Source: an optimization exercise on an open RTL-to-GDS flow (aim: small area and a short achievable clock period). Production flows keep margins and buffers that such runs may drop. At most, simulation tests tie the RTL to the original design; equivalence was not proved. Only the layout flow was run in runs 2 to 5; the RTL was not checked for function there. Power figures rest on the tool's default switching activity, not on a simulated workload.

==> flow/design.v <==
package wlcPkg;
    localparam logic [2:0] FmtUnknown = 3'd0;
    localparam logic [2:0] FmtCompute = 3'd1;
    localparam logic [2:0] FmtMemory  = 3'd2;
    localparam logic [2:0] FmtControl = 3'd3;
    localparam logic [2:0] FmtMixed   = 3'd4;
    localparam logic [2:0] FmtIdle    = 3'd5;
    localparam logic [6:0] OpAluReg = 7'b0110011;   
    localparam logic [6:0] OpAluImm = 7'b0010011;
    localparam logic [6:0] OpLoad   = 7'b0000011;   
    localparam logic [6:0] OpStore  = 7'b0100011;
    localparam logic [6:0] OpBranch = 7'b1100011;   
    localparam logic [6:0] OpJal    = 7'b1101111;
    localparam logic [6:0] OpJalr   = 7'b1100111;
    localparam int DefWindowLen     = 16;
    localparam int DefIdleLimit     = 24;
    localparam int DefFifoDepth     = 4;
    localparam int DefConfThreshold = 4;
    localparam int EntryW = 25;
endpackage
module opcodeWindow (
    input  logic                        clk,
    input  logic                        reset,
    input  logic [7:0]                  instr,
    input  logic                        creditReturn,
    output logic [wlcPkg::EntryW-1:0]   pushData,
    output logic                        push,
    output logic [15:0]                 droppedWindows
);
    logic       valid;
    logic [6:0] opcode;
    logic       isCompute, isMem, isControl;
    logic       ended;         
    logic [3:0] total;         
    logic [3:0] totalEff;
    logic [4:0] idleSeq;       
    logic [2:0] credits;
    logic       vCompute, vMem, vControl;    
    logic [3:0] computeCnt, memCnt, controlCnt;   
    logic windowFull, idleFire, windowEnd, canSend;
    assign valid  = instr[7];
    assign opcode = instr[6:0];
    assign isCompute = (opcode == wlcPkg::OpAluReg) || (opcode == wlcPkg::OpAluImm);
    assign isMem     = (opcode == wlcPkg::OpLoad) || (opcode == wlcPkg::OpStore);
    assign isControl = (opcode == wlcPkg::OpBranch) || (opcode == wlcPkg::OpJal) ||
                       (opcode == wlcPkg::OpJalr);
    assign totalEff   = ended ? 4'd0 : total;
    assign windowFull = valid && (totalEff == 4'd15);
    assign idleFire   = !valid && (idleSeq == 5'd30);
    assign windowEnd  = windowFull || idleFire;
    assign canSend    = (credits != 3'd0);
    always_ff @(posedge clk) begin
        if (!reset) begin
            ended          <= 1'b1;
            idleSeq        <= 5'd7;
            credits        <= 3'd4;
            push           <= 1'b0;
            droppedWindows <= '0;
        end else begin
            ended   <= windowEnd;
            if (valid) begin
                idleSeq <= 5'd7;
            end else if (idleSeq != 5'd31) begin
                idleSeq <= idleSeq + 5'd1;
            end
            credits <= credits - 3'(windowEnd && canSend) + 3'(creditReturn);
            push    <= windowEnd && canSend;
            if (windowEnd && !canSend) begin
                droppedWindows <= droppedWindows + 16'd1;
            end
        end
    end
    logic [4:0] computeInc, memInc, controlInc;
    assign computeInc = 5'(computeCnt) + 5'(vCompute);
    assign memInc     = 5'(memCnt) + 5'(vMem);
    assign controlInc = 5'(controlCnt) + 5'(vControl);
    always_ff @(posedge clk) begin
        total      <= totalEff + 4'(valid);
        vCompute   <= valid && isCompute;
        vMem       <= valid && isMem;
        vControl   <= valid && isControl;
        computeCnt <= ended ? 4'd0 : computeInc[3:0];
        memCnt     <= ended ? 4'd0 : memInc[3:0];
        controlCnt <= ended ? 4'd0 : controlInc[3:0];
    end
    logic [3:0]  divCnt;
    logic [11:0] dividend;
    logic [3:0]  remCur;
    logic [4:0]  rem2;
    logic        qBit;
    logic [3:0]  rem;
    logic [22:0] quot;
    always_comb begin
        case (idleSeq[4:3])
            2'd1:    divCnt = computeCnt;
            2'd2:    divCnt = memCnt;
            default: divCnt = controlCnt;
        endcase
    end
    assign dividend = 12'(divCnt) * 12'd200;
    assign remCur   = (idleSeq[2:0] == 3'd0) ? dividend[11:8] : rem;
    assign rem2     = {remCur, dividend[3'd7 - idleSeq[2:0]]};
    assign qBit     = (total != 4'd0) && (rem2 >= 5'(total));
    always_ff @(posedge clk) begin
        rem  <= qBit ? 4'(rem2 - 5'(total)) : rem2[3:0];
        quot <= {quot[21:0], qBit};
    end
    function automatic logic [7:0] fullToll(input logic [4:0] cnt);
        logic [9:0] scaled;
        scaled   = 10'(cnt) * 10'd25;
        fullToll = scaled[8:1];
    endfunction
    always_comb begin
        if (idleSeq[4]) begin
            pushData = {quot, qBit, 1'b1};
        end else begin
            pushData = {fullToll(computeInc), fullToll(memInc), fullToll(controlInc), 1'b0};
        end
    end
endmodule
module summaryFifo (
    input  logic                        clk,
    input  logic                        reset,
    input  logic                        push,
    input  logic [wlcPkg::EntryW-1:0]   pushData,
    input  logic                        pop,
    output logic [wlcPkg::EntryW-1:0]   headData,
    output logic                        headValid,
    output logic                        creditReturn
);
    logic [wlcPkg::EntryW-1:0] mem [4];
    logic [1:0] rdPtr;
    logic [1:0] wrPtr;
    logic [2:0] count;
    assign headData  = mem[rdPtr];
    assign headValid = (count != 3'd0);
    always_ff @(posedge clk) begin
        if (!reset) begin
            rdPtr        <= '0;
            wrPtr        <= '0;
            count        <= '0;
            creditReturn <= 1'b0;
        end else begin
            creditReturn <= pop;
            if (push) wrPtr <= wrPtr + 2'd1;
            if (pop)  rdPtr <= rdPtr + 2'd1;
            count <= count + 3'(push) - 3'(pop);
        end
    end
    always_ff @(posedge clk) begin
        if (push) begin
            mem[wrPtr] <= pushData;
        end
    end
endmodule
module formatDecider (
    input  logic                        clk,
    input  logic                        reset,
    input  logic [wlcPkg::EntryW-1:0]   headData,
    input  logic                        headValid,
    input  logic                        resultReady,
    output logic                        pop,
    output logic [30:0]                 result,
    output logic                        resultValid,
    output logic                        classificationValid,
    output logic [15:0]                 classificationCount
);
    logic [7:0] computeToll, memToll, controlToll;
    logic       idle;
    logic [1:0] busyClasses;
    logic [2:0] nextFormat;
    logic [3:0] baseConf;
    logic [3:0] nextConf;
    logic [2:0] format;
    logic [3:0] confidence;
    assign {computeToll, memToll, controlToll, idle} = headData;
    assign format     = result[30:28];
    assign confidence = result[27:24];
    assign busyClasses = 2'(computeToll > 8'd50) + 2'(memToll > 8'd50) +
                         2'(controlToll > 8'd50);
    always_comb begin
        if (idle) begin
            nextFormat = wlcPkg::FmtIdle;
            baseConf   = 4'd8;
        end else if (computeToll > 8'd150) begin
            nextFormat = wlcPkg::FmtCompute;
            baseConf   = 4'd7;
        end else if (memToll > 8'd150) begin
            nextFormat = wlcPkg::FmtMemory;
            baseConf   = 4'd7;
        end else if (controlToll > 8'd150) begin
            nextFormat = wlcPkg::FmtControl;
            baseConf   = 4'd7;
        end else if (busyClasses >= 2'd2) begin
            nextFormat = wlcPkg::FmtMixed;
            baseConf   = 4'd6;
        end else begin
            nextFormat = wlcPkg::FmtUnknown;
            baseConf   = 4'd4;
        end
    end
    always_comb begin
        if (nextFormat == format && nextFormat != wlcPkg::FmtUnknown) begin
            nextConf = (confidence > 4'd13) ? 4'd15 : confidence + 4'd2;
        end else begin
            nextConf = baseConf;
        end
    end
    assign pop = headValid && (!resultValid || resultReady);
    assign classificationValid = (format != wlcPkg::FmtUnknown);
    always_ff @(posedge clk) begin
        if (!reset) begin
            result              <= '0;
            resultValid         <= 1'b0;
            classificationCount <= '0;
        end else begin
            if (pop) begin
                result              <= {nextFormat, nextConf, computeToll, memToll, controlToll};
                resultValid         <= 1'b1;
                classificationCount <= classificationCount + 16'd1;
            end else if (resultReady) begin
                resultValid <= 1'b0;
            end
        end
    end
endmodule
module wlcTop #(
    parameter int WindowLen     = wlcPkg::DefWindowLen,
    parameter int IdleLimit     = wlcPkg::DefIdleLimit,
    parameter int FifoDepth     = wlcPkg::DefFifoDepth,
    parameter int ConfThreshold = wlcPkg::DefConfThreshold
) (
    input  logic                 clk,
    input  logic                 reset,
    input  logic [7:0]           instr,    
    input  logic                 resultReady,
    output logic [30:0]          result,   
    output logic                 resultValid,
    output logic                 classificationValid,
    output logic [15:0]          classificationCount,
    output logic [15:0]          droppedWindows
);
    logic [wlcPkg::EntryW-1:0] pushData;
    logic [wlcPkg::EntryW-1:0] headData;
    logic push;
    logic headValid;
    logic pop;
    logic creditReturn;
    opcodeWindow u_window (
        .clk            (clk),
        .reset          (reset),
        .instr          (instr),
        .creditReturn   (creditReturn),
        .pushData       (pushData),
        .push           (push),
        .droppedWindows (droppedWindows)
    );
    summaryFifo u_fifo (
        .clk          (clk),
        .reset        (reset),
        .push         (push),
        .pushData     (pushData),
        .pop          (pop),
        .headData     (headData),
        .headValid    (headValid),
        .creditReturn (creditReturn)
    );
    formatDecider u_decider (
        .clk                 (clk),
        .reset               (reset),
        .headData            (headData),
        .headValid           (headValid),
        .resultReady         (resultReady),
        .pop                 (pop),
        .result              (result),
        .resultValid         (resultValid),
        .classificationValid (classificationValid),
        .classificationCount (classificationCount)
    );
endmodule
==> flow/run.sh <==
#!/bin/bash
# synth_recipe.tcl (not shown) runs the flow's synth.tcl, then flattens the netlist and writes it again
# the make line also repeats each setting of config.mk as NAME=value (left out here)
make -C /OpenROAD-flow-scripts/flow DESIGN_CONFIG=/design/flow/config.mk WORK_HOME=/design/flow/orfs CLKGATE_MAP_FILE= SYNTH_SCRIPT=/design/flow/synth_recipe.tcl finish
==> flow/config.mk <==
export PLATFORM = sky130hd
export DESIGN_NAME = wlcTop
export DESIGN_NICKNAME = wlcTop
export VERILOG_FILES = /design/flow/design.v
export SDC_FILE = /design/flow/constraint.sdc
export NUM_CORES = 4
export LEC_CHECK = 0
export CAP_MARGIN = 20
export CORE_MARGIN = 2
export CORE_UTILIZATION = 40
export SLEW_MARGIN = 20
==> flow/constraint.sdc <==
create_clock -name core_clock -period 45.0 [get_ports {clk}]
set_input_delay 9.0000 -clock core_clock [delete_from_list [all_inputs] [get_ports {clk}]]
set_output_delay 9.0000 -clock core_clock [all_outputs]
set_load 0.01 [all_outputs]
==> impl_results.rst, run 1 <==
.. list-table::
   :header-rows: 1

   * - Metric
     - Value
   * - Synthesized netlist cell count
     - 823
   * - Logic gate share of total power
     - 22.9%
   * - Sequential Power Share
     - 44.2%
   * - Synthesis-stage register bit count
     - 230
   * - Switch share
     - 28.2%
   * - Critical Setup Path Class
     - input port to register
   * - Area Overhead vs Synth
     - 18.2%
   * - Antenna violations before repair
     - 0
   * - Highest clock frequency the design can meet
     - 90.1 MHz
   * - Initial core utilization
     - 40.3%
   * - Total CTS buffers
     - 25
   * - Detailed placer's ending HPWL
     - 13.2 mm
   * - Share of the cycle needed by the critical path after routing
     - 24.7%
   * - Setup Fix Bufs, Post-CTS
     - 0
   * - Leakage
     - 4.89 nW
   * - Category of the worst setup path capture point
     - register
   * - Number of flops mapped to enable cells by yosys
     - 100
   * - Maximum number of pins on one net before global-route repair
     - 81
   * - Routability cong.
     - 0.730
   * - Routed via count divided by cell count
     - 4.91
   * - Ys async rst share
     - 0%
   * - Synth Area in Compound Gates
     - 7.35%
   * - Num ports
     - 76
   * - Die boundary height
     - 165 µm
   * - Synth Cell Area
     - 10400 µm²
   * - Setup Skew
     - 13.0 ps
   * - Required time reported for the critical path endpoint
     - 45400 ps
   * - Dominant register cell in the synthesized netlist
     - sky130_fd_sc_hd__dfxtp_1
   * - H-tree lvl count
     - 1
   * - Post-Place Cell Area
     - 11500 µm²
   * - GRT Residual Overflow
     - 0
   * - Core region area
     - 25800 µm²
   * - Share of synthesized cell area in full adder, half adder and majority cells
     - 11.1%
   * - Post-Syn Nets
     - 922
   * - Slowest cell on the critical path
     - sky130_fd_sc_hd__clkdlybuf4s50_1
   * - Number of placement rows
     - 59
   * - Drt drc
     - 0
   * - Clock tree from TritonCTS
     - built
   * - Final Hold Fails
     - 0
   * - Part of the power in the clock network
     - 32.9%
   * - Total routed wirelength
     - 19.2 mm
   * - Net count reported at finish
     - 1008
   * - Number of global-route vias before repair
     - 6084
   * - CTS Hold Bufs
     - 0
   * - Sinks on Clock Net
     - 230
   * - Worst hold slack after final layout
     - 345 ps
   * - Post-synthesis cell type count
     - 57
   * - DIE AREA
     - 27300 µm²
   * - First-pass GRT wire length
     - 31.4 mm
   * - CP cell instances
     - clkdlybuf4s50_1 -> nand2_1 -> nor3_1 -> a21oi_1 -> nor2b_1 -> nand4_1 -> nor3_1 -> xor2_1 -> and2_1
   * - Most common cell after layout, fill and taps aside
     - sky130_fd_sc_hd__dfxtp_1
   * - Internal power
     - 0.428 mW
   * - Measured slew at the worst slew-check pin
     - 706 ps
   * - Clk buf depth
     - 3
   * - Area fraction in and, or, nand and nor cells after synthesis
     - 10.7%
   * - Startpoint Class
     - input port
   * - Number of buffers added on ports
     - 75
   * - Final setup violating endpoints
     - 0
   * - Max-cap violations
     - 0
   * - Signal arrival time at the worst endpoint
     - 11500 ps
   * - Share of cell area taken by muxes after synthesis
     - 9.35%
   * - Resized cells post-CTS
     - 0
   * - Unrepaired setup endpoints after global routing
     - no
   * - Power per cell area
     - 48.5 nW/µm²
   * - Max transition margin
     - 53.0%
   * - Per-instance average area after synthesis
     - 12.7 µm²
   * - Fraction of final layout cells sized beyond drive strength 1
     - 9.06%
   * - Xor/xnor cell area share of the yosys netlist
     - 5.13%
   * - Worst vdd rail ir drop
     - 0.0304 mV
   * - Final critical-path required period
     - 11100 ps
   * - R2R Path Start
     - u_window.idleSeq[4]
   * - 1st-pass router iterations
     - 6
   * - Most prevalent standard cell on the critical path
     - sky130_fd_sc_hd__nor3_1
   * - # fillers
     - 2350
   * - Setup tns final
     - 0 ps
   * - Worst skew pair latency
     - 510 ps
   * - Sequential fraction of the synthesis area
     - 53.8%
   * - Register clock-pin slew on the reported worst setup and hold paths
     - 60 ps
   * - Gr usage total
     - 14.3%
   * - Net switching power of the design
     - 0.168 mW
   * - Worst Hold Class
     - register to register
   * - Result of the run
     - timing/DRC/antenna clean
   * - Count of synthesis-stage warnings from yosys
     - 3
   * - Initial DRC Count
     - 357
   * - Total vias in the final route
     - 6200
   * - Worst Path Max Fanout
     - 10
   * - Cell at the root of the clock tree
     - sky130_fd_sc_hd__clkbuf_16
   * - Avg WL per Cell
     - 15.2 µm
   * - Inserted Diodes
     - 0
   * - Max Transition Viols Final
     - 0
   * - Final standard cell area without fillers
     - 12300 µm²
   * - Startpoint of the lowest-slack hold path
     - u_window.quot[11]
   * - Slowest cell delay on critical path
     - 610 ps
   * - Number of nets still failing antenna checks after routing
     - 0
   * - Width of the die
     - 165 µm
   * - CP startpoint
     - instr[7]
   * - Commonest cells after routing, fill and taps aside
     - 130 x sky130_fd_sc_hd__dfxtp_1, 100 x sky130_fd_sc_hd__edfxtp_1, 89 x sky130_fd_sc_hd__nand2_1
   * - Main combinational cell family by area after synthesis
     - adder cells
==> power groups by stage <==
stage	registers, mW	logic [mW]	clock network [mW]
2_1_floorplan	0.268	0.0912	0
3_3_place_gp	0.268	0.138	0
3_5_place_dp	0.268	0.139	0
4_1_cts	0.264	0.139	0.203
5_1_grt	0.267	0.152	0.212
6_report	0.264	0.137	0.196
==> through the flow <==
| step | cells | worst slack [ps] | power (mW) | utilization [%] |
|---|---|---|---|---|
| 2_1_floorplan | 823 | 34020 | 0.359 | - |
| 3_3_place_gp | 1217 | 33390 | 0.405 | 44.6 |
| 3_5_place_dp | 1217 | 33360 | 0.407 | 44.6 |
| 4_1_cts | 1262 | 33890 | 0.606 | 47.6 |
| 5_1_grt | 1262 | 33600 | 0.631 | 47.6 |
| 6_report | 1262 | 33900 | 0.597 | 47.6 |
==> layer usage <==
layer	global-route usage (%)	wire (µm)	part of all wire, %
met5	0	0	0
met4	3.25	310	1.6
met3	2.30	701	3.6
met2	23.8	8830	46
met1	19.8	9400	49
==> cells in the mapped netlist (20+ instances only) <==
library cell / n / share of area, %
sky130_fd_sc_hd__dfxtp_1: 130 / 25
sky130_fd_sc_hd__edfxtp_1: 100 / 29
sky130_fd_sc_hd__nand2_1: 89 / 3.2
sky130_fd_sc_hd__ha_1: 81 / 9.7
sky130_fd_sc_hd__xnor2_1: 43 / 3.6
sky130_fd_sc_hd__a21boi_0: 35 / 2.5
sky130_fd_sc_hd__and2_1: 35 / 2.1
sky130_fd_sc_hd__inv_1: 30 / 1.1
sky130_fd_sc_hd__o21ai_0: 24 / 1.2
sky130_fd_sc_hd__mux2_2: 21 / 2.3
sky130_fd_sc_hd__nor2b_1: 21 / 1.3
sky130_fd_sc_hd__clkbuf_1: 20 / 0.72
==> critical path, delay by kind of cell <==
family | cells | cell delay, ps
buffers and inverters | 1 | 610
AOI/OAI and AO/OA | 1 | 170
xor gates and xnor gates | 1 | 90
and+or+nand+nor | 6 | 1620
==> cell type report <==
class / instances / area [µm²] / area share (%)
Clock inverter: 14 / 135 / 1.10
Inverter: 32 / 120 / 0.976
Sequential cell: 230 / 5610 / 45.5
Clock buffer: 31 / 658 / 5.35
Multi-Input combinational cell: 534 / 4540 / 36.9
Tap cell: 335 / 419 / 3.40
Timing Repair Buffer: 86 / 828 / 6.73
==> cell families (layout without fill, tap and decap cells) <==
| logic type | count (synthesis) | after routing |
|---|---|---|
| xor+xnor | 61 | 61 |
| fa+ha+maj | 88 | 88 |
| compound gates | 108 | 108 |
| buf+inv | 59 | 163 |
| simple gates | 222 | 222 |
| flops | 230 | 230 |
| mux | 55 | 55 |
==> worst paths after layout <==
kind / endpoint / slack [ps] / cells past startpoint
setup / recovery: u_window.droppedWindows[7] / 33900 / 9
hold / removal: u_window.quot[12] / 340 / 0
setup reg to reg: u_window.rem[1] / 40290 / 18
hold reg to reg: u_window.quot[12] / 340 / 0
==> registers in the layout (all words and copies together), names as in the netlist, 2 cells and up, named ones only <==
signal and flops:
u_fifo.mem 100, u_decider.result 31, u_window.quot 23, u_decider.classificationCount 16, u_window.droppedWindows 16, u_window.idleSeq 5
u_window.computeCnt 4, u_window.controlCnt 4, u_window.memCnt 4, u_window.rem 4, u_window.total 4, u_fifo.count 3
u_window.credits 3, u_fifo.rdPtr 2, u_fifo.wrPtr 2
==> run 2: changes to the inputs <==
--- a/flow/design.v
+++ b/flow/design.v
@@ -36,7 +36,6 @@
     logic [4:0] idleSeq;       
     logic [2:0] credits;
     logic       vCompute, vMem, vControl;    
-    logic [3:0] computeCnt, memCnt, controlCnt;   
     logic windowFull, idleFire, windowEnd, canSend;
     assign valid  = instr[7];
     assign opcode = instr[6:0];
@@ -46,21 +45,21 @@
                        (opcode == wlcPkg::OpJalr);
     assign totalEff   = ended ? 4'd0 : total;
     assign windowFull = valid && (totalEff == 4'd15);
-    assign idleFire   = !valid && (idleSeq == 5'd30);
+    assign idleFire   = !valid && (idleSeq == 5'd31);
     assign windowEnd  = windowFull || idleFire;
     assign canSend    = (credits != 3'd0);
     always_ff @(posedge clk) begin
         if (!reset) begin
             ended          <= 1'b1;
-            idleSeq        <= 5'd7;
+            idleSeq        <= 5'd8;
             credits        <= 3'd4;
             push           <= 1'b0;
             droppedWindows <= '0;
         end else begin
             ended   <= windowEnd;
             if (valid) begin
-                idleSeq <= 5'd7;
-            end else if (idleSeq != 5'd31) begin
+                idleSeq <= 5'd8;
+            end else if (idleSeq != 5'd0) begin
                 idleSeq <= idleSeq + 5'd1;
             end
             credits <= credits - 3'(windowEnd && canSend) + 3'(creditReturn);
@@ -70,53 +69,62 @@
             end
         end
     end
-    logic [4:0] computeInc, memInc, controlInc;
-    assign computeInc = 5'(computeCnt) + 5'(vCompute);
-    assign memInc     = 5'(memCnt) + 5'(vMem);
-    assign controlInc = 5'(controlCnt) + 5'(vControl);
-    always_ff @(posedge clk) begin
-        total      <= totalEff + 4'(valid);
-        vCompute   <= valid && isCompute;
-        vMem       <= valid && isMem;
-        vControl   <= valid && isControl;
-        computeCnt <= ended ? 4'd0 : computeInc[3:0];
-        memCnt     <= ended ? 4'd0 : memInc[3:0];
-        controlCnt <= ended ? 4'd0 : controlInc[3:0];
-    end
-    logic [3:0]  divCnt;
-    logic [11:0] dividend;
+    logic [7:0] computeY, memY, controlY;
+    logic       computeOdd, memOdd, controlOdd;
+    logic [7:0] computeYInc, memYInc, controlYInc;
+    logic [7:0] computeYNext, memYNext, controlYNext;
+    logic       computeOddNext, memOddNext, controlOddNext;
+    assign computeYInc = computeY + (vCompute ? {4'd0, 3'b110, computeOdd} : 8'd0);
+    assign memYInc     = memY + (vMem ? {4'd0, 3'b110, memOdd} : 8'd0);
+    assign controlYInc = controlY + (vControl ? {4'd0, 3'b110, controlOdd} : 8'd0);
+    assign computeYNext   = ended ? 8'd0 : computeYInc;
+    assign memYNext       = ended ? 8'd0 : memYInc;
+    assign controlYNext   = ended ? 8'd0 : controlYInc;
+    assign computeOddNext = !ended && (computeOdd ^ vCompute);
+    assign memOddNext     = !ended && (memOdd ^ vMem);
+    assign controlOddNext = !ended && (controlOdd ^ vControl);
+    logic [7:0]  divY;
+    logic        divOdd;
+    logic [7:0]  dividendLow;
     logic [3:0]  remCur;
     logic [4:0]  rem2;
     logic        qBit;
     logic [3:0]  rem;
     logic [22:0] quot;
+    logic [23:0] tolls;
     always_comb begin
         case (idleSeq[4:3])
-            2'd1:    divCnt = computeCnt;
-            2'd2:    divCnt = memCnt;
-            default: divCnt = controlCnt;
+            2'd1:    begin divY = computeYNext; divOdd = computeOddNext; end
+            2'd2:    begin divY = memYNext;     divOdd = memOddNext;     end
+            default: begin divY = controlYNext; divOdd = controlOddNext; end
         endcase
     end
-    assign dividend = 12'(divCnt) * 12'd200;
-    assign remCur   = (idleSeq[2:0] == 3'd0) ? dividend[11:8] : rem;
-    assign rem2     = {remCur, dividend[3'd7 - idleSeq[2:0]]};
-    assign qBit     = (total != 4'd0) && (rem2 >= 5'(total));
-    always_ff @(posedge clk) begin
-        rem  <= qBit ? 4'(rem2 - 5'(total)) : rem2[3:0];
-        quot <= {quot[21:0], qBit};
-    end
-    function automatic logic [7:0] fullToll(input logic [4:0] cnt);
-        logic [9:0] scaled;
-        scaled   = 10'(cnt) * 10'd25;
-        fullToll = scaled[8:1];
-    endfunction
-    always_comb begin
-        if (idleSeq[4]) begin
-            pushData = {quot, qBit, 1'b1};
-        end else begin
-            pushData = {fullToll(computeInc), fullToll(memInc), fullToll(controlInc), 1'b0};
-        end
-    end
+    assign dividendLow = {divY[3:0], divOdd, 3'd0};
+    assign remCur   = (idleSeq[2:0] == 3'd0) ? divY[7:4] : rem;
+    assign rem2     = {remCur, dividendLow[3'd7 - idleSeq[2:0]]};
+    assign qBit     = (totalEff != 4'd0) && (rem2 >= 5'(totalEff));
+    assign tolls    = {quot, qBit};
+    always_ff @(posedge clk) begin
+        total      <= totalEff + 4'(valid);
+        vCompute   <= valid && isCompute;
+        vMem       <= valid && isMem;
+        vControl   <= valid && isControl;
+        computeOdd <= computeOddNext;
+        memOdd     <= memOddNext;
+        controlOdd <= controlOddNext;
+        if (idleFire) begin
+            computeY <= tolls[23:16];
+            memY     <= tolls[15:8];
+            controlY <= tolls[7:0];
+        end else begin
+            computeY <= computeYNext;
+            memY     <= memYNext;
+            controlY <= controlYNext;
+        end
+        rem  <= qBit ? 4'(rem2 - 5'(totalEff)) : rem2[3:0];
+        quot <= tolls[22:0];
+    end
+    assign pushData = {computeYInc, memYInc, controlYInc, !idleSeq[3]};
 endmodule
 module summaryFifo (
     input  logic                        clk,
==> flow/flow/run.sh (new file) <==
#!/bin/bash
# Standard layout, with plain buf_1 cells as the port buffers.
set -euo pipefail
bash standard.sh "BUFFER_PORTS_ARGS=-buffer_cell sky130_fd_sc_hd__buf_1" finish > standard.log 2>&1
==> flow/standard.sh (new file) <==
#!/bin/bash
# synth_recipe.tcl (not shown) runs the flow's synth.tcl, then flattens the netlist and writes it again
# the make line also repeats each setting of config.mk as NAME=value (left out here)
make -C /OpenROAD-flow-scripts/flow DESIGN_CONFIG=/design/flow/config.mk WORK_HOME=/design/flow/orfs CLKGATE_MAP_FILE= SYNTH_SCRIPT=/design/flow/synth_recipe.tcl "${@:-finish}"
--- a/flow/config.mk
+++ b/flow/config.mk
@@ -8,4 +8,5 @@
 export CAP_MARGIN = 20
 export CORE_MARGIN = 2
 export CORE_UTILIZATION = 40
+export CTS_BUF_LIST = sky130_fd_sc_hd__clkbuf_4
 export SLEW_MARGIN = 20
removed: flow/run.sh
==> impl_results.rst, run 2 <==
.. list-table::
   :header-rows: 1

   * - Metric
     - Value
   * - Result of the run
     - timing/DRC/antenna clean
   * - Core region area
     - 25000 µm² (-3.1%)
   * - DIE AREA
     - 26700 µm² (-2.5%)
   * - GRT Residual Overflow
     - 0 (unchanged)
   * - Post-synthesis cell type count
     - 65 (+14%)
   * - Xor/xnor cell area share of the yosys netlist
     - 4.49% (-0.64 points)
   * - Commonest cells after routing, fill and taps aside
     - 145 x sky130_fd_sc_hd__dfxtp_1, 100 x sky130_fd_sc_hd__edfxtp_1, 91 x sky130_fd_sc_hd__nand2_1
   * - Routed via count divided by cell count
     - 5.04 (+2.6%)
   * - Synth Cell Area
     - 10100 µm² (-2.5%)
   * - Highest clock frequency the design can meet
     - 93.3 MHz (+3.6%)
   * - Worst Path Max Fanout
     - 31 (+21)
   * - Startpoint Class
     - input port
   * - GRT busiest layer
     - met2
   * - Max Transition Viols Final
     - 0 (unchanged)
   * - H-tree lvl count
     - 2 (+1)
   * - Number of flops mapped to enable cells by yosys
     - 100 (unchanged)
   * - Synthesized netlist cell count
     - 809 (-1.7%)
   * - Initial DRC Count
     - 439 (+23%)
   * - Power per cell area
     - 48.4 nW/µm² (about the same)
   * - Detailed placer's ending HPWL
     - 13.6 mm (+3.5%)
   * - Measured slew at the worst slew-check pin
     - 715 ps (+9.58 ps)
   * - Area Overhead vs Synth
     - 13.6%
   * - Antenna violations before repair
     - 1 (+1)
   * - Worst Hold Class
     - register to register
   * - Max transition margin
     - 52.3% (-0.64 points)
   * - Gr usage total
     - 15.6% (+1.2 points)
   * - Routability cong.
     - 0.773 (+6.0%)
   * - Leading cell types by total area after synthesis
     - sky130_fd_sc_hd__edfxtp_1 30%, sky130_fd_sc_hd__dfxtp_1 29%, sky130_fd_sc_hd__ha_1 4.7%, sky130_fd_sc_hd__nand2_1 3.4%, sky130_fd_sc_hd__mux4_2 3.3%
   * - Signal arrival time at the worst endpoint
     - 11310 ps (-190 ps)
   * - Share of cell area taken by muxes after synthesis
     - 6.99% (-2.4 points)
   * - Number of nets still failing antenna checks after routing
     - 0 (unchanged)
   * - Fraction of final layout cells sized beyond drive strength 1
     - 14.4% (+5.3 points)
   * - Width of the die
     - 163 µm (-1.2%)
   * - GRT met2 Usage
     - 24.1% (+0.24 points)
   * - Avg WL per Cell
     - 15.5 µm (+1.9%)
   * - Synth Area in Compound Gates
     - 10.7% (+3.4 points)
   * - Initial core utilization
     - 40.5% (+0.23 points)
   * - Post-Syn Nets
     - 861 (-6.6%)
   * - Drt drc
     - 0 (unchanged)
   * - Cell at the root of the clock tree
     - sky130_fd_sc_hd__clkbuf_4
   * - Number of placement rows
     - 58 (-1.7%)
   * - Setup tns final
     - 0 ps (unchanged)
   * - Most common cell after layout, fill and taps aside
     - sky130_fd_sc_hd__dfxtp_1
   * - Number of flip-flops under the largest register name
     - 100 (unchanged)
   * - Number of buffers added on ports
     - 75 (unchanged)
   * - First-pass GRT wire length
     - 33.0 mm (+5.3%)
   * - Sinks on Clock Net
     - 245 (+6.5%)
   * - Worst hold slack after final layout
     - 332 ps (-12.4 ps)
   * - Critical Setup Path Class
     - input port to register
   * - Dominant register cell in the synthesized netlist
     - sky130_fd_sc_hd__dfxtp_1
   * - Area share of the largest cell type after synthesis
     - 29.6% (+0.75 points)
   * - Cell taking the most area after synthesis
     - sky130_fd_sc_hd__edfxtp_1
   * - Met1 track utilization from global routing
     - 21.4% (+1.6 points)
   * - Category of the worst setup path capture point
     - register
   * - Maximum number of pins on one net before global-route repair
     - 80 (-1.2%)
   * - Worst skew pair latency
     - 690 ps (+180 ps)
   * - Final critical-path required period
     - 10720 ps (-381 ps)
   * - Num ports
     - 76 (unchanged)
   * - Final Hold Fails
     - 0 (unchanged)
   * - Met3 global-route usage
     - 3.68% (+1.4 points)
   * - Die boundary height
     - 163 µm (-1.2%)
   * - Net count reported at finish
     - 979 (-2.9%)
   * - Clk buf depth
     - 3 (unchanged)
   * - Unrepaired setup endpoints after global routing
     - no
   * - Final setup violating endpoints
     - 0 (unchanged)
   * - Share of the cycle needed by the critical path after routing
     - 23.8% (-0.85 points)
   * - Leakage
     - 4.37 nW (-11%)
   * - Area fraction in and, or, nand and nor cells after synthesis
     - 11.8% (+1.0 points)
   * - Register clock-pin slew on the reported worst setup and hold paths
     - 70 ps (about the same)
   * - Reg with most FFs
     - u_fifo.mem
   * - Clock tree from TritonCTS
     - built
   * - Setup Skew
     - 71.4 ps (+58.5 ps)
   * - Per-instance average area after synthesis
     - 12.5 µm² (-0.85%)
   * - Worst vdd rail ir drop
     - 0.0299 mV (-1.5%)
   * - Setup Fix Bufs, Post-CTS
     - 0 (unchanged)
   * - Synthesis-stage register bit count
     - 245 (+6.5%)
   * - Max-cap violations
     - 0 (unchanged)
   * - Total vias in the final route
     - 6575 (+6.0%)
   * - Most frequent cells after synthesis
     - 145 x sky130_fd_sc_hd__dfxtp_1, 100 x sky130_fd_sc_hd__edfxtp_1, 91 x sky130_fd_sc_hd__nand2_1
   * - Share of synthesized cell area in full adder, half adder and majority cells
     - 5.28% (-5.8 points)
   * - Total CTS buffers
     - 60 (+140%)
   * - Number of global-route vias before repair
     - 6328 (+4.0%)
   * - Total routed wirelength
     - 20.3 mm (+5.3%)
   * - Worst reg-to-reg setup slack
     - 40310 ps (+20 ps)
   * - Largest registers ranked by flip-flop count
     - u_fifo.mem x100, u_decider.result x31, u_window.quot x23
   * - 1st-pass router iterations
     - 4 (-2)
   * - CTS Hold Bufs
     - 0 (unchanged)
   * - Sequential fraction of the synthesis area
     - 58.2% (+4.4 points)
   * - Required time reported for the critical path endpoint
     - 45590 ps (+190 ps)
   * - Main combinational cell family by area after synthesis
     - simple AND/OR/NAND/NOR gates
   * - Ys async rst share
     - 0% (unchanged)
   * - Resized cells post-CTS
     - 0 (unchanged)
   * - Most frequent cell after synthesis
     - sky130_fd_sc_hd__dfxtp_1
   * - Count of synthesis-stage warnings from yosys
     - 3 (unchanged)
==> run 2: cell types whose count changed in the layout (fill, tap and decap cells not counted), moves of 19 or more <==
cell and change:
sky130_fd_sc_hd__clkbuf_4 +89, sky130_fd_sc_hd__buf_1 +74, sky130_fd_sc_hd__clkdlybuf4s50_1 -74, sky130_fd_sc_hd__ha_1 -43, sky130_fd_sc_hd__clkbuf_16 -25, sky130_fd_sc_hd__a22o_1 +20
sky130_fd_sc_hd__mux2_2 -19
==> run 2: cell families after synthesis <==
group	after synthesis
flip-flops	245
AND/OR/NAND/NOR	237
AO/OA/AOI/OAI	142
buffers and inverters	58
XOR/XNOR	52
adder cells (fa/ha/maj)	41
multiplexers	34
==> run 2: per-stage QoR <==
step | setup WS (ps) | cell area [µm²] | total power [mW] | instances | utilization [%]
2_1_floorplan | 33700 | 10100 | 0.358 | 809 | -
3_3_place_gp | 33620 | 10800 | 0.388 | 1195 | 43.0
3_5_place_dp | 33520 | 10800 | 0.389 | 1195 | 43.0
4_1_cts | 34290 | 11500 | 0.568 | 1303 | 46.0
5_1_grt | 33980 | 11500 | 0.596 | 1304 | 46.0
6_report | 34280 | 11500 | 0.558 | 1304 | 46.0
==> run 2: per-layer routing <==
layer	up-vias	part of all wire, %
met5	-	0
met4	0	2.2
met3	37	4.9
met2	159	44
met1	3131	49
li1	3248	-
==> run 2: path summary, 6_finish.rpt <==
path,from,end,cells past startpoint
worst min register to register,u_window.quot[5],u_window.quot[6],0
worst max register to register,u_window.vCompute,u_window.rem[1],15
worst max-delay path,instr[7],u_window.droppedWindows[7],9
worst min-delay path,u_window.quot[5],u_window.quot[6],0
==> run 2: worst max-delay path, stage by stage <==
cell and delay [ps]:
sky130_fd_sc_hd__buf_1 140, sky130_fd_sc_hd__nor2b_2 130, sky130_fd_sc_hd__buf_4 300, sky130_fd_sc_hd__a21oi_1 160
sky130_fd_sc_hd__nor2b_1 530, sky130_fd_sc_hd__nand4_1 450, sky130_fd_sc_hd__nor3_1 320, sky130_fd_sc_hd__xor2_1 100
sky130_fd_sc_hd__and2_1 160
==> run 2: layout make-up <==
| type | count | area (µm²) |
|---|---|---|
| fillers | 2350 | 13500 |
| flip-flops and latches | 245 | 5910 |
| multi-input cells | 506 | 3990 |
| clock buffers | 89 | 668 |
| well taps | 330 | 413 |
| repair buffers | 86 | 365 |
| inverters | 28 | 105 |
| clock inverters | 19 | 81.3 |
| diodes | 1 | 2.50 |
==> run 2: report_power, final <==
group          internal (mW)  switching (mW)  total [mW]
clock                 0.0906          0.0854       0.176
sequential             0.250          0.0142       0.265
combinational         0.0500          0.0677       0.118
==> run 3: changes to the inputs <==
==> flow/run.sh (new file) <==
#!/bin/bash
# synth_recipe.tcl (not shown) runs the flow's synth.tcl, then flattens the netlist and writes it again
# the make line also repeats each setting of config.mk as NAME=value (left out here)
make -C /OpenROAD-flow-scripts/flow DESIGN_CONFIG=/design/flow/config.mk WORK_HOME=/design/flow/orfs CLKGATE_MAP_FILE= SYNTH_SCRIPT=/design/flow/synth_recipe.tcl finish
removed: flow/flow/run.sh
removed: flow/standard.sh
==> impl_results.rst, run 3 <==
.. list-table::
   :header-rows: 1

   * - Metric
     - Value
   * - Final Hold Fails
     - 0 (unchanged)
   * - Worst reg-to-reg setup slack
     - 40370 ps (+60 ps)
   * - Worst skew pair latency
     - 650 ps (-40 ps)
   * - Synth Cell Area
     - 10100 µm² (unchanged)
   * - Initial DRC Count
     - 358 (-18%)
   * - CTS Hold Bufs
     - 0 (unchanged)
   * - GRT Residual Overflow
     - 0 (unchanged)
   * - Largest registers ranked by flip-flop count
     - u_fifo.mem x100, u_decider.result x31, u_window.quot x23
   * - Final setup violating endpoints
     - 0 (unchanged)
   * - Most frequent cell after synthesis
     - sky130_fd_sc_hd__dfxtp_1
   * - Leakage
     - 4.62 nW (+5.8%)
   * - Num ports
     - 76 (unchanged)
   * - Worst Hold Class
     - register to register
   * - Drt drc
     - 0 (unchanged)
   * - Per-instance average area after synthesis
     - 12.5 µm² (unchanged)
   * - Core region area
     - 25000 µm² (unchanged)
   * - Measured slew at the worst slew-check pin
     - 716 ps (+0.852 ps)
   * - Dominant register cell in the synthesized netlist
     - sky130_fd_sc_hd__dfxtp_1
   * - Routed via count divided by cell count
     - 5.02 (-0.49%)
   * - Leading cell types by total area after synthesis
     - sky130_fd_sc_hd__edfxtp_1 30%, sky130_fd_sc_hd__dfxtp_1 29%, sky130_fd_sc_hd__ha_1 4.7%, sky130_fd_sc_hd__nand2_1 3.4%, sky130_fd_sc_hd__mux4_2 3.3%
   * - Ys async rst share
     - 0% (unchanged)
   * - Commonest cells after routing, fill and taps aside
     - 145 x sky130_fd_sc_hd__dfxtp_1, 100 x sky130_fd_sc_hd__edfxtp_1, 99 x sky130_fd_sc_hd__clkbuf_4
   * - Number of flip-flops under the largest register name
     - 100 (unchanged)
   * - Most common cell after layout, fill and taps aside
     - sky130_fd_sc_hd__dfxtp_1
   * - Share of the cycle needed by the critical path after routing
     - 24.9% (+1.1 points)
   * - Resized cells post-CTS
     - 0 (unchanged)
   * - Critical Setup Path Class
     - input port to register
   * - Part of the power in the clock network
     - 34.0% (+2.5 points)
   * - Slowest cell delay on critical path
     - 530 ps (about the same)
   * - Post-Syn Nets
     - 861 (unchanged)
   * - Result of the run
     - timing/DRC/antenna clean
   * - Area Overhead vs Synth
     - 19.5%
   * - Worst vdd rail ir drop
     - 0.0306 mV (+2.3%)
   * - Max Transition Viols Final
     - 0 (unchanged)
   * - Slowest cell on the critical path
     - sky130_fd_sc_hd__nor2b_1
   * - # fillers
     - 2269 (-3.4%)
   * - Sequential fraction of the synthesis area
     - 58.2% (unchanged)
   * - Most frequent cells after synthesis
     - 145 x sky130_fd_sc_hd__dfxtp_1, 100 x sky130_fd_sc_hd__edfxtp_1, 91 x sky130_fd_sc_hd__nand2_1
   * - Total power draw
     - 0.603 mW (+8.0%)
   * - Category of the worst setup path capture point
     - register
   * - Cell at the root of the clock tree
     - sky130_fd_sc_hd__clkbuf_4
   * - Width of the die
     - 163 µm (unchanged)
   * - Total routed wirelength
     - 20.4 mm (+0.63%)
   * - Sequential Power Share
     - 43.9% (-3.5 points)
   * - Sinks on Clock Net
     - 245 (unchanged)
   * - Internal power
     - 0.433 mW (+11%)
   * - Net count reported at finish
     - 987 (+0.82%)
   * - Final critical-path required period
     - 11200 ps (+482 ps)
   * - Signal arrival time at the worst endpoint
     - 11730 ps (+420 ps)
   * - Power per cell area
     - 49.7 nW/µm² (+2.6%)
   * - DIE AREA
     - 26700 µm² (unchanged)
   * - Clock tree from TritonCTS
     - built
   * - Highest clock frequency the design can meet
     - 89.3 MHz (-4.3%)
   * - Synthesized netlist cell count
     - 809 (unchanged)
   * - CP cell instances
     - clkdlybuf4s50_1 -> nor2b_2 -> buf_4 -> a21oi_1 -> nor2b_1 -> nand4_1 -> nor3_1 -> xor2_1 -> and2_1
   * - Switch share
     - 28.2% (-1.8 points)
   * - Synthesis-stage register bit count
     - 245 (unchanged)
   * - Logic gate share of total power
     - 22.1% (+1.0 points)
   * - Startpoint Class
     - input port
   * - Antenna violations before repair
     - 1 (unchanged)
   * - Area share of the largest cell type after synthesis
     - 29.6% (unchanged)
   * - Clk buf depth
     - 3 (unchanged)
   * - Delay-heaviest family, CP
     - simple AND/OR/NAND/NOR gates
   * - Number of global-route vias before repair
     - 6450 (+1.9%)
   * - Total vias in the final route
     - 6583 (+0.12%)
   * - Routability cong.
     - 0.775 (+0.26%)
   * - Register clock-pin slew on the reported worst setup and hold paths
     - 60 ps (about the same)
   * - Max-cap violations
     - 0 (unchanged)
   * - Setup tns final
     - 0 ps (unchanged)
   * - Setup Fix Bufs, Post-CTS
     - 0 (unchanged)
   * - Die boundary height
     - 163 µm (unchanged)
   * - Number of nets still failing antenna checks after routing
     - 0 (unchanged)
   * - Detailed placer's ending HPWL
     - 13.5 mm (-0.63%)
   * - Number of buffers added on ports
     - 75 (unchanged)
   * - Cell taking the most area after synthesis
     - sky130_fd_sc_hd__edfxtp_1
   * - 1st-pass router iterations
     - 5 (+1)
   * - Avg WL per Cell
     - 15.5 µm (about the same)
   * - Max transition margin
     - 51.9% (-0.40 points)
   * - Unrepaired setup endpoints after global routing
     - no
   * - Required time reported for the critical path endpoint
     - 45520 ps (-70 ps)
   * - Total CTS buffers
     - 68 (+13%)
   * - Number of flops mapped to enable cells by yosys
     - 100 (unchanged)
   * - Count of synthesis-stage warnings from yosys
     - 3 (unchanged)
   * - Gr usage total
     - 15.9% (+0.31 points)
   * - First-pass GRT wire length
     - 33.2 mm (+0.52%)
   * - Net switching power of the design
     - 0.170 mW (+1.6%)
   * - Number of buffers and inverters on the critical path
     - 2 (unchanged)
   * - Fraction of final layout cells sized beyond drive strength 1
     - 15.5% (+1.1 points)
   * - Number of placement rows
     - 58 (unchanged)
   * - Post-synthesis cell type count
     - 65 (unchanged)
   * - Maximum number of pins on one net before global-route repair
     - 80 (unchanged)
   * - H-tree lvl count
     - 3 (+1)
   * - Setup Skew
     - 40.5 ps (-30.9 ps)
   * - Worst Path Max Fanout
     - 31 (unchanged)
   * - Reg with most FFs
     - u_fifo.mem
   * - Initial core utilization
     - 40.5% (unchanged)
==> run 3: cell counts after synthesis <==
No cell type changed its count.
==> run 3: cell type report <==
| class | count | area (µm²) | share of cell area (%) |
|---|---|---|---|
| antenna | 1 | 2.50 | 0.0206 |
| clock buffer | 99 | 743 | 6.13 |
| clock inverter | 17 | 146 | 1.21 |
| inverter | 28 | 105 | 0.866 |
| multi-input combinational | 506 | 3990 | 32.9 |
| sequential | 245 | 5910 | 48.7 |
| tap | 330 | 413 | 3.40 |
| timing repair buffer | 86 | 828 | 6.83 |
==> run 3: kinds of logic after synthesis <==
| logic type | after synthesis | share of synthesized area [%] |
|---|---|---|
| AO/OA/AOI/OAI | 142 | 10.7 |
| XOR/XNOR | 52 | 4.49 |
| adder cells (fa/ha/maj) | 41 | 5.28 |
| buffers and inverters | 58 | 2.55 |
| flip-flops | 245 | 58.2 |
| multiplexers | 34 | 6.99 |
| AND/OR/NAND/NOR | 237 | 11.8 |
==> run 3: metrics by stage <==
stage	instance area, µm²	hold slack [ps]	instances	worst slack [ps]	utilization [%]
after detailed placement	11200	337	1195	33170	44.9
after global routing	12100	341	1312	33590	48.5
after global placement	11200	334	1195	33210	44.9
after floorplan	10100	331	809	33700	-
final	12100	338	1312	33800	48.5
after CTS	12100	339	1311	33840	48.4
==> run 3: metal layers <==
| layer | global-route usage (%) | vias to the layer above | wire, µm | share of wire [%] |
|---|---|---|---|---|
| met2 | 24.7 | 160 | 9140 | 45 |
| met3 | 3.81 | 34 | 1110 | 5.4 |
| met5 | 0 | - | 0 | 0 |
| met4 | 6.36 | 0 | 375 | 1.8 |
| met1 | 21.4 | 3132 | 9770 | 48 |
| li1 | - | 3257 | - | - |
==> run 3: worst register-to-register path: stages (launching register included) <==
cell and delay, ps:
sky130_fd_sc_hd__dfxtp_1 380, sky130_fd_sc_hd__ha_1 170, sky130_fd_sc_hd__ha_1 160, sky130_fd_sc_hd__ha_1 180, sky130_fd_sc_hd__a21o_1 120, sky130_fd_sc_hd__a21oi_1 80, sky130_fd_sc_hd__xnor2_1 580, sky130_fd_sc_hd__a221oi_1 270
sky130_fd_sc_hd__o31ai_1 540, sky130_fd_sc_hd__ha_1 340, sky130_fd_sc_hd__a21o_1 160, sky130_fd_sc_hd__a21o_1 200, sky130_fd_sc_hd__a31o_2 220, sky130_fd_sc_hd__a221o_1 280, sky130_fd_sc_hd__o21ai_1 440, sky130_fd_sc_hd__mux2_2 390
==> run 3: power by group through the flow <==
stage / clock [mW] / combinational, mW / sequential, mW
after floorplan: 0 / 0.0873 / 0.271
after global placement: 0 / 0.134 / 0.269
after detailed placement: 0 / 0.135 / 0.269
after CTS: 0.213 / 0.135 / 0.265
after global routing: 0.225 / 0.149 / 0.267
final: 0.205 / 0.133 / 0.265
==> run 3: final timing paths <==
check	depth (start not counted)	to	startpoint
hold / removal	0	u_window.quot[3]	u_window.quot[2]
setup / recovery	9	u_window.droppedWindows[7]	instr[7]
setup reg to reg	15	u_window.rem[1]	u_window.vCompute
hold reg to reg	0	u_window.quot[3]	u_window.quot[2]
==> run 4: changes to the inputs <==
--- a/flow/design.v
+++ b/flow/design.v
@@ -25,6 +25,7 @@
     input  logic                        creditReturn,
     output logic [wlcPkg::EntryW-1:0]   pushData,
     output logic                        push,
+    output logic                        noCredits,
     output logic [15:0]                 droppedWindows
 );
     logic       valid;
@@ -48,6 +49,7 @@
     assign idleFire   = !valid && (idleSeq == 5'd31);
     assign windowEnd  = windowFull || idleFire;
     assign canSend    = (credits != 3'd0);
+    assign noCredits  = !canSend;
     always_ff @(posedge clk) begin
         if (!reset) begin
             ended          <= 1'b1;
@@ -132,6 +134,7 @@
     input  logic                        push,
     input  logic [wlcPkg::EntryW-1:0]   pushData,
     input  logic                        pop,
+    input  logic                        noCredits,
     output logic [wlcPkg::EntryW-1:0]   headData,
     output logic                        headValid,
     output logic                        creditReturn
@@ -139,20 +142,17 @@
     logic [wlcPkg::EntryW-1:0] mem [4];
     logic [1:0] rdPtr;
     logic [1:0] wrPtr;
-    logic [2:0] count;
     assign headData  = mem[rdPtr];
-    assign headValid = (count != 3'd0);
+    assign headValid = (rdPtr != wrPtr) || (noCredits && !push && !creditReturn);
     always_ff @(posedge clk) begin
         if (!reset) begin
             rdPtr        <= '0;
             wrPtr        <= '0;
-            count        <= '0;
             creditReturn <= 1'b0;
         end else begin
             creditReturn <= pop;
             if (push) wrPtr <= wrPtr + 2'd1;
             if (pop)  rdPtr <= rdPtr + 2'd1;
-            count <= count + 3'(push) - 3'(pop);
         end
     end
     always_ff @(posedge clk) begin
@@ -215,16 +215,17 @@
         end
     end
     assign pop = headValid && (!resultValid || resultReady);
-    assign classificationValid = (format != wlcPkg::FmtUnknown);
     always_ff @(posedge clk) begin
         if (!reset) begin
             result              <= '0;
             resultValid         <= 1'b0;
+            classificationValid <= 1'b0;
             classificationCount <= '0;
         end else begin
             if (pop) begin
                 result              <= {nextFormat, nextConf, computeToll, memToll, controlToll};
                 resultValid         <= 1'b1;
+                classificationValid <= (nextFormat != wlcPkg::FmtUnknown);
                 classificationCount <= classificationCount + 16'd1;
             end else if (resultReady) begin
                 resultValid <= 1'b0;
@@ -254,6 +255,7 @@
     logic headValid;
     logic pop;
     logic creditReturn;
+    logic noCredits;
     opcodeWindow u_window (
         .clk            (clk),
         .reset          (reset),
@@ -261,6 +263,7 @@
         .creditReturn   (creditReturn),
         .pushData       (pushData),
         .push           (push),
+        .noCredits      (noCredits),
         .droppedWindows (droppedWindows)
     );
     summaryFifo u_fifo (
@@ -269,6 +272,7 @@
         .push         (push),
         .pushData     (pushData),
         .pop          (pop),
+        .noCredits    (noCredits),
         .headData     (headData),
         .headValid    (headValid),
         .creditReturn (creditReturn)
==> flow/flow/run.sh (new file) <==
#!/bin/bash
# Standard layout, with plain buf_1 cells as the port buffers and a clock tree
# of fewer, larger leaf clusters without dummy loads.
set -euo pipefail
bash standard.sh \
  "BUFFER_PORTS_ARGS=-buffer_cell sky130_fd_sc_hd__buf_1" \
  "CTS_ARGS=-sink_clustering_enable -repair_clock_nets -buf_list sky130_fd_sc_hd__clkbuf_16 -sink_clustering_size 40 -sink_clustering_max_diameter 60 -dont_use_dummy_load" \
  finish > standard.log 2>&1
==> flow/standard.sh (new file) <==
#!/bin/bash
# synth_recipe.tcl (not shown) runs the flow's synth.tcl, then flattens the netlist and writes it again
# the make line also repeats each setting of config.mk as NAME=value (left out here)
make -C /OpenROAD-flow-scripts/flow DESIGN_CONFIG=/design/flow/config.mk WORK_HOME=/design/flow/orfs CLKGATE_MAP_FILE= SYNTH_SCRIPT=/design/flow/synth_recipe.tcl "${@:-finish}"
--- a/flow/config.mk
+++ b/flow/config.mk
@@ -8,5 +8,4 @@
 export CAP_MARGIN = 20
 export CORE_MARGIN = 2
 export CORE_UTILIZATION = 40
-export CTS_BUF_LIST = sky130_fd_sc_hd__clkbuf_4
 export SLEW_MARGIN = 20
removed: flow/run.sh
==> impl_results.rst, run 4 <==
.. list-table::
   :header-rows: 1

   * - Metric
     - Value
   * - Worst Hold Class
     - register to register
   * - Post-Syn Nets
     - 847 (-1.6%)
   * - Share of the cycle needed by the critical path after routing
     - 24.5% (-0.36 points)
   * - Measured slew at the worst slew-check pin
     - 744 ps (+28.1 ps)
   * - Number of nets still failing antenna checks after routing
     - 0 (unchanged)
   * - Ys async rst share
     - 0% (unchanged)
   * - Final setup violating endpoints
     - 0 (unchanged)
   * - Final Hold Fails
     - 0 (unchanged)
   * - Final standard cell area without fillers
     - 11200 µm² (-8.1%)
   * - Critical Setup Path Class
     - input port to register
   * - Resized cells post-CTS
     - 0 (unchanged)
   * - Most frequent cell after synthesis
     - sky130_fd_sc_hd__dfxtp_1
   * - Die boundary height
     - 162 µm (-0.53%)
   * - Number of flip-flops under the largest register name
     - 100 (unchanged)
   * - Sinks on Clock Net
     - 243 (-0.82%)
   * - Required time reported for the critical path endpoint
     - 45350 ps (-170 ps)
   * - Inserted Diodes
     - 0 (-1)
   * - Slowest cell delay on critical path
     - 590 ps (+60 ps)
   * - H-tree lvl count
     - 1 (-2)
   * - CP cell instances
     - buf_1 -> nor2b_4 -> a21oi_1 -> nor2b_1 -> ha_1 -> inv_1 -> ha_1 -> inv_1 -> fa_1 -> xor2_1 -> xnor2_1 -> nand2_1
   * - Count of synthesis-stage warnings from yosys
     - 3 (unchanged)
   * - Antenna violations before repair
     - 0 (-1)
   * - Total CTS buffers
     - 20 (-71%)
   * - DIE AREA
     - 26400 µm² (-1.1%)
   * - Signal arrival time at the worst endpoint
     - 11390 ps (-340 ps)
   * - Area share of the largest cell type after synthesis
     - 29.9% (+0.32 points)
   * - Cell at the root of the clock tree
     - sky130_fd_sc_hd__clkbuf_16
   * - 1st-pass router iterations
     - 5 (unchanged)
   * - Post-synthesis cell type count
     - 60 (-7.7%)
   * - Width of the die
     - 162 µm (-0.53%)
   * - Setup Fix Bufs, Post-CTS
     - 0 (unchanged)
   * - Gr usage total
     - 14.7% (-1.2 points)
   * - First-pass GRT wire length
     - 31.4 mm (-5.4%)
   * - Power per cell area
     - 40.3 nW/µm² (-19%)
   * - Sequential fraction of the synthesis area
     - 58.4% (+0.24 points)
   * - Startpoint Class
     - input port
   * - Clk buf depth
     - 3 (unchanged)
   * - Total power draw
     - 0.449 mW (-25%)
   * - Worst vdd rail ir drop
     - 0.0213 mV (-31%)
   * - Number of flops mapped to enable cells by yosys
     - 100 (unchanged)
   * - Synthesized netlist cell count
     - 798 (-1.4%)
   * - Unrepaired setup endpoints after global routing
     - no
   * - Hold-critical path depth
     - 0 (unchanged)
   * - Total routed wirelength
     - 19.2 mm (-6.0%)
   * - Reg with most FFs
     - u_fifo.mem
   * - Fraction of final layout cells sized beyond drive strength 1
     - 7.03% (-8.5 points)
   * - Total vias in the final route
     - 6184 (-6.1%)
   * - Cell taking the most area after synthesis
     - sky130_fd_sc_hd__edfxtp_1
   * - Num ports
     - 76 (unchanged)
   * - Number of buffers added on ports
     - 75 (unchanged)
   * - Worst Path Max Fanout
     - 31 (unchanged)
   * - Avg WL per Cell
     - 16.1 µm (+3.4%)
   * - Leading cell types by total area after synthesis
     - sky130_fd_sc_hd__edfxtp_1 30%, sky130_fd_sc_hd__dfxtp_1 29%, sky130_fd_sc_hd__ha_1 4.5%, sky130_fd_sc_hd__mux4_2 4.0%, sky130_fd_sc_hd__nand2_1 3.4%
   * - Result of the run
     - timing/DRC/antenna clean
   * - Synthesis-stage register bit count
     - 243 (-0.82%)
   * - Initial core utilization
     - 41.0% (+0.50 points)
   * - Number of global-route vias before repair
     - 5963 (-7.6%)
   * - Net count reported at finish
     - 919 (-6.9%)
   * - Max Transition Viols Final
     - 0 (unchanged)
   * - Commonest cells after routing, fill and taps aside
     - 143 x sky130_fd_sc_hd__dfxtp_1, 100 x sky130_fd_sc_hd__edfxtp_1, 90 x sky130_fd_sc_hd__nand2_1
   * - Synth Cell Area
     - 10000 µm² (-1.1%)
   * - CTS Hold Bufs
     - 0 (unchanged)
   * - Clock tree from TritonCTS
     - built
   * - GRT Residual Overflow
     - 0 (unchanged)
   * - Largest registers ranked by flip-flop count
     - u_fifo.mem x100, u_decider.result x31, u_window.quot x23
   * - Finished Core Util
     - 45.6% (-2.9 points)
   * - Category of the worst setup path capture point
     - register
   * - Most common cell after layout, fill and taps aside
     - sky130_fd_sc_hd__dfxtp_1
   * - Worst reg-to-reg path cell count
     - 12 (-3)
   * - Dominant register cell in the synthesized netlist
     - sky130_fd_sc_hd__dfxtp_1
   * - Detailed placer's ending HPWL
     - 13.0 mm (-3.8%)
   * - Per-instance average area after synthesis
     - 12.6 µm² (+0.28%)
   * - Highest clock frequency the design can meet
     - 90.6 MHz (+1.4%)
   * - Core region area
     - 24500 µm² (-2.3%)
   * - Drt drc
     - 0 (unchanged)
   * - Max-cap violations
     - 0 (unchanged)
   * - Slowest cell on the critical path
     - sky130_fd_sc_hd__nor2b_4
   * - Max transition margin
     - 50.0% (-1.9 points)
   * - Routability cong.
     - 0.807 (+4.1%)
   * - Most frequent cells after synthesis
     - 143 x sky130_fd_sc_hd__dfxtp_1, 100 x sky130_fd_sc_hd__edfxtp_1, 90 x sky130_fd_sc_hd__nand2_1
   * - Register clock-pin slew on the reported worst setup and hold paths
     - 80 ps (+20 ps)
   * - Final critical-path required period
     - 11040 ps (-160 ps)
   * - Worst skew pair latency
     - 510 ps (-140 ps)
   * - Setup Skew
     - 42.9 ps (+2.42 ps)
   * - Post-Place Cell Area
     - 10700 µm² (-5.2%)
   * - Initial DRC Count
     - 423 (+18%)
   * - Area Overhead vs Synth
     - 11.1%
   * - Leakage
     - 4.01 nW (-13%)
   * - Number of placement rows
     - 57 (-1.7%)
   * - Setup tns final
     - 0 ps (unchanged)
   * - Routed via count divided by cell count
     - 5.19 (+3.4%)
   * - Maximum number of pins on one net before global-route repair
     - 78 (-2.5%)
==> run 4: cell types whose count changed after synthesis, sizes merged, moves of 4 or more <==
| cell | previous run | this run |
|---|---|---|
| a31o | 8 | 4 |
| and3 | 7 | 12 |
| buf | 9 | 5 |
| clkbuf | 21 | 29 |
| inv | 26 | 18 |
| nand3 | 18 | 13 |
| nor3 | 13 | 7 |
| o21a | 7 | 3 |
| or2 | 5 | 1 |
| xnor2 | 34 | 38 |
==> run 4: layer usage <==
metal | routed length (µm) | track usage (%) | vias to the layer above
met5 | 0 | 0 | -
met4 | 340 | 3.34 | 0
met3 | 804 | 2.34 | 25
met2 | 8740 | 24.0 | 122
met1 | 9270 | 20.7 | 2975
li1 | - | - | 3062
==> run 4: area by class of cell <==
class	count	area, µm²
clock buffer	20	500
fill	2222	13300
sequential	243	5870
multi-input combinational	503	3970
inverter	18	67.6
timing repair buffer	84	350
tap	324	405
==> run 4: cell families after synthesis <==
logic type,count (synthesis),synth area share (%)
AOI/OAI and AO/OA,139,10.6
muxes,34,6.97
DFF,243,58.4
and+or+nand+nor,235,11.9
buffers and inverters,52,2.21
xor gates and xnor gates,57,4.97
adders and majority gates,38,4.89
==> run 4: path summary, 6_finish.rpt <==
kind,end,slack (ps),startpoint
worst max-delay path,u_window.credits[2],33960,instr[7]
worst min-delay path,u_window.quot[14],320,u_window.quot[13]
worst max register to register,u_decider.result[27],40660,register
worst min register to register,u_window.quot[14],320,u_window.quot[13]
==> run 4: through the flow <==
stage / hold slack [ps] / worst slack (ps) / std cells
final: 317 / 33960 / 1192
after global routing: 337 / 33640 / 1192
after CTS: 320 / 33920 / 1192
after detailed placement: 337 / 33400 / 1172
after global placement: 333 / 33020 / 1172
after floorplan: 331 / 34240 / 798
==> run 4: critical path: cells and delay by family <==
kind                       cells  cell delay, ps
xor gates and xnor gates       2             310
buffers and inverters          3             250
AOI/OAI and AO/OA              1             240
adders and majority gates      3             750
and+or+nand+nor                3             850
==> run 4: power breakdown <==
group	internal [mW]	total [mW]	switching (mW)	leakage, nW
clock network	0.0784	0.149	0.0702	0.246
registers	0.239	0.246	0.00740	2.08
logic	0.0226	0.0543	0.0317	1.68
total	0.340	0.449	0.109	4.01
==> run 5: changes to the inputs <==
==> flow/flow/run.sh (replaced) <==
#!/bin/bash
# Standard layout, with plain buf_1 cells as the port buffers and a clock tree
# of fewer, larger leaf clusters without dummy loads.
set -euo pipefail
bash standard.sh \
  "BUFFER_PORTS_ARGS=-buffer_cell sky130_fd_sc_hd__buf_1" \
  "CTS_ARGS=-sink_clustering_enable -repair_clock_nets -buf_list sky130_fd_sc_hd__clkbuf_8 -sink_clustering_size 20 -sink_clustering_max_diameter 50 -dont_use_dummy_load" \
  finish > standard.log 2>&1
==> impl_results.rst, run 5 <==
.. list-table::
   :header-rows: 1

   * - Metric
     - Value
   * - Internal power
     - 0.313 mW (-8.0%)
   * - Category of the worst setup path capture point
     - register
   * - Drt drc
     - 0 (unchanged)
   * - Startpoint Class
     - input port
   * - Unrepaired setup endpoints after global routing
     - no
   * - Number of global-route vias before repair
     - 6000 (+0.62%)
   * - Commonest cells after routing, fill and taps aside
     - 143 x sky130_fd_sc_hd__dfxtp_1, 100 x sky130_fd_sc_hd__edfxtp_1, 90 x sky130_fd_sc_hd__nand2_1
   * - Cell taking the most area after synthesis
     - sky130_fd_sc_hd__edfxtp_1
   * - Ys async rst share
     - 0% (unchanged)
   * - Resized cells post-CTS
     - 0 (unchanged)
   * - Leading cell types by total area after synthesis
     - sky130_fd_sc_hd__edfxtp_1 30%, sky130_fd_sc_hd__dfxtp_1 29%, sky130_fd_sc_hd__ha_1 4.5%, sky130_fd_sc_hd__mux4_2 4.0%, sky130_fd_sc_hd__nand2_1 3.4%
   * - Switch share
     - 25.5% (+1.1 points)
   * - Max-cap violations
     - 0 (unchanged)
   * - Xor/xnor cell area share of the yosys netlist
     - 4.97% (unchanged)
   * - Reg with most FFs
     - u_fifo.mem
   * - Final Hold Fails
     - 0 (unchanged)
   * - Power per cell area
     - 38.1 nW/µm² (-5.4%)
   * - Total CTS buffers
     - 26 (+30%)
   * - Die boundary height
     - 162 µm (unchanged)
   * - Count of synthesis-stage warnings from yosys
     - 3 (unchanged)
   * - Share of the cycle needed by the critical path after routing
     - 24.5% (-0.079 points)
   * - Inserted Diodes
     - 0 (unchanged)
   * - Initial core utilization
     - 41.0% (unchanged)
   * - Highest clock frequency the design can meet
     - 90.8 MHz (+0.32%)
   * - Area share of the largest cell type after synthesis
     - 29.9% (unchanged)
   * - Most frequent cells after synthesis
     - 143 x sky130_fd_sc_hd__dfxtp_1, 100 x sky130_fd_sc_hd__edfxtp_1, 90 x sky130_fd_sc_hd__nand2_1
   * - Num ports
     - 76 (unchanged)
   * - Sinks on Clock Net
     - 243 (unchanged)
   * - Worst Hold Class
     - register to register
   * - Worst hold slack after final layout
     - 312 ps (-4.53 ps)
   * - Largest registers ranked by flip-flop count
     - u_fifo.mem x100, u_decider.result x31, u_window.quot x23
   * - GRT Residual Overflow
     - 0 (unchanged)
   * - DIE AREA
     - 26400 µm² (unchanged)
   * - Fraction of final layout cells sized beyond drive strength 1
     - 7.67% (+0.64 points)
   * - Filler-free cell count of the finished design
     - 1198 (+0.50%)
   * - Post-placement worst setup slack
     - 33400 ps (unchanged)
   * - Signal arrival time at the worst endpoint
     - 11380 ps (about the same)
   * - Min setup slack post-route
     - 33990 ps (+35.7 ps)
   * - Total power draw
     - 0.419 mW (-6.6%)
   * - Most common cell after layout, fill and taps aside
     - sky130_fd_sc_hd__dfxtp_1
   * - Final standard cell area without fillers
     - 11000 µm² (-1.3%)
   * - Dominant register cell in the synthesized netlist
     - sky130_fd_sc_hd__dfxtp_1
   * - Main combinational cell family by area after synthesis
     - simple AND/OR/NAND/NOR gates
   * - Worst Path Max Fanout
     - 31 (unchanged)
   * - Finished Core Util
     - 45.0% (-0.58 points)
   * - Synth Cell Area
     - 10000 µm² (unchanged)
   * - Cell at the root of the clock tree
     - sky130_fd_sc_hd__clkbuf_8
   * - Setup Skew
     - 59.3 ps (+16.4 ps)
   * - Detailed placer's ending HPWL
     - 13.0 mm (unchanged)
   * - Final setup violating endpoints
     - 0 (unchanged)
   * - Synth Area in Compound Gates
     - 10.6% (unchanged)
   * - Final critical-path required period
     - 11010 ps (-35.7 ps)
   * - Area Overhead vs Synth
     - 9.68%
   * - Worst vdd rail ir drop
     - 0.0144 mV (-32%)
   * - Clk buf depth
     - 3 (unchanged)
   * - Area fraction in and, or, nand and nor cells after synthesis
     - 11.9% (unchanged)
   * - Number of placement rows
     - 57 (unchanged)
   * - Most frequent cell after synthesis
     - sky130_fd_sc_hd__dfxtp_1
   * - First-pass GRT wire length
     - 31.5 mm (+0.24%)
   * - Core region area
     - 24500 µm² (unchanged)
   * - Critical Setup Path Class
     - input port to register
   * - Initial DRC Count
     - 385 (-9.0%)
   * - Total vias in the final route
     - 6199 (+0.24%)
   * - Clock tree from TritonCTS
     - built
   * - Total routed wirelength
     - 19.2 mm (+0.35%)
   * - Placed Instances
     - 1172 (unchanged)
   * - Width of the die
     - 162 µm (unchanged)
   * - Maximum number of pins on one net before global-route repair
     - 78 (unchanged)
   * - Net count reported at finish
     - 925 (+0.65%)
   * - Post-synthesis cell type count
     - 60 (unchanged)
   * - Logic gate share of total power
     - 13.0% (+0.9 points)
   * - Post-Place Cell Area
     - 10700 µm² (unchanged)
   * - Avg WL per Cell
     - 16.0 µm (-0.15%)
   * - Sequential Power Share
     - 58.7% (+3.9 points)
   * - Leakage
     - 3.95 nW (-1.5%)
   * - Number of nets still failing antenna checks after routing
     - 0 (unchanged)
   * - Number of buffers added on ports
     - 75 (unchanged)
   * - CTS Hold Bufs
     - 0 (unchanged)
   * - Measured slew at the worst slew-check pin
     - 747 ps (+3.15 ps)
   * - Synthesized netlist cell count
     - 798 (unchanged)
   * - Result of the run
     - timing/DRC/antenna clean
   * - Post-Syn Nets
     - 847 (unchanged)
   * - Required time reported for the critical path endpoint
     - 45380 ps (+30 ps)
   * - Routed via count divided by cell count
     - 5.17 (-0.26%)
   * - Part of the power in the clock network
     - 28.3% (-4.8 points)
   * - Net switching power of the design
     - 0.107 mW (-2.4%)
   * - Worst skew pair latency
     - 560 ps (+50 ps)
   * - Number of flip-flops under the largest register name
     - 100 (unchanged)
   * - Max transition margin
     - 49.8% (-0.21 points)
   * - Share of cell area taken by muxes after synthesis
     - 6.97% (unchanged)
   * - Share of synthesized cell area in full adder, half adder and majority cells
     - 4.89% (unchanged)
   * - 1st-pass router iterations
     - 5 (unchanged)
   * - Max Transition Viols Final
     - 0 (unchanged)
   * - Per-instance average area after synthesis
     - 12.6 µm² (unchanged)
   * - Setup tns final
     - 0 ps (unchanged)
   * - Synthesis-stage register bit count
     - 243 (unchanged)
   * - Antenna violations before repair
     - 0 (unchanged)
   * - Number of flops mapped to enable cells by yosys
     - 100 (unchanged)
   * - H-tree lvl count
     - 1 (unchanged)
   * - Routability cong.
     - 0.807 (unchanged)
   * - Sequential fraction of the synthesis area
     - 58.4% (unchanged)
   * - Register clock-pin slew on the reported worst setup and hold paths
     - 100 ps (+20 ps)
   * - Gr usage total
     - 14.7% (+0.033 points)
   * - Setup Fix Bufs, Post-CTS
     - 0 (unchanged)
==> run 5: cell counts after synthesis <==
Identical to the previous run, type by type.
==> run 5: metal layers <==
layer / part of all wire [%] / track usage (%)
met4: 1.9 / 3.34
met2: 45 / 24.1
met3: 4.5 / 2.62
met1: 48 / 20.6
met5: 0 / 0
==> run 5: worst paths after layout <==
check	end	slack (ps)	depth (start not counted)	startpoint
worst max-delay path	u_window.credits[2]	33990	12	instr[7]
worst min-delay path	u_window.quot[21]	310	0	u_window.quot[20]
worst min register to register	u_window.quot[21]	310	0	u_window.quot[20]
worst max register to register	u_decider.result[27]	40630	12	register
==> run 5: logic make-up (layout without fill, tap and decap cells) <==
kind of cell | count (synthesis) | in the layout
flip-flops | 243 | 243
AND/OR/NAND/NOR | 235 | 235
AO/OA/AOI/OAI | 139 | 139
XOR/XNOR | 57 | 57
buffers and inverters | 52 | 128
adder cells (fa/ha/maj) | 38 | 38
multiplexers | 34 | 34
==> run 5: area by class of cell <==
cell class,instances,area (µm²)
multi-input cells,503,3970
fillers,2249,13500
well taps,324,405
flip-flops and latches,243,5870
repair buffers,84,350
inverters,18,67.6
clock buffers,26,358
==> run 5: power by group through the flow <==
stage	clock network [mW]	registers (mW)	logic (mW)
floorplan	0	0.252	0.0403
global placement	0	0.251	0.0548
detailed placement	0	0.251	0.0551
CTS	0.124	0.246	0.0552
global route	0.133	0.248	0.0609
finish	0.119	0.246	0.0544
==> run 5: critical path, cell delays in order <==
cell and delay [ps]:
sky130_fd_sc_hd__buf_1 150, sky130_fd_sc_hd__nor2b_4 590, sky130_fd_sc_hd__a21oi_1 240, sky130_fd_sc_hd__nor2b_1 190, sky130_fd_sc_hd__ha_1 250, sky130_fd_sc_hd__inv_1 60
sky130_fd_sc_hd__ha_1 130, sky130_fd_sc_hd__inv_1 40, sky130_fd_sc_hd__fa_1 370, sky130_fd_sc_hd__xor2_1 170, sky130_fd_sc_hd__xnor2_1 140, sky130_fd_sc_hd__nand2_1 60
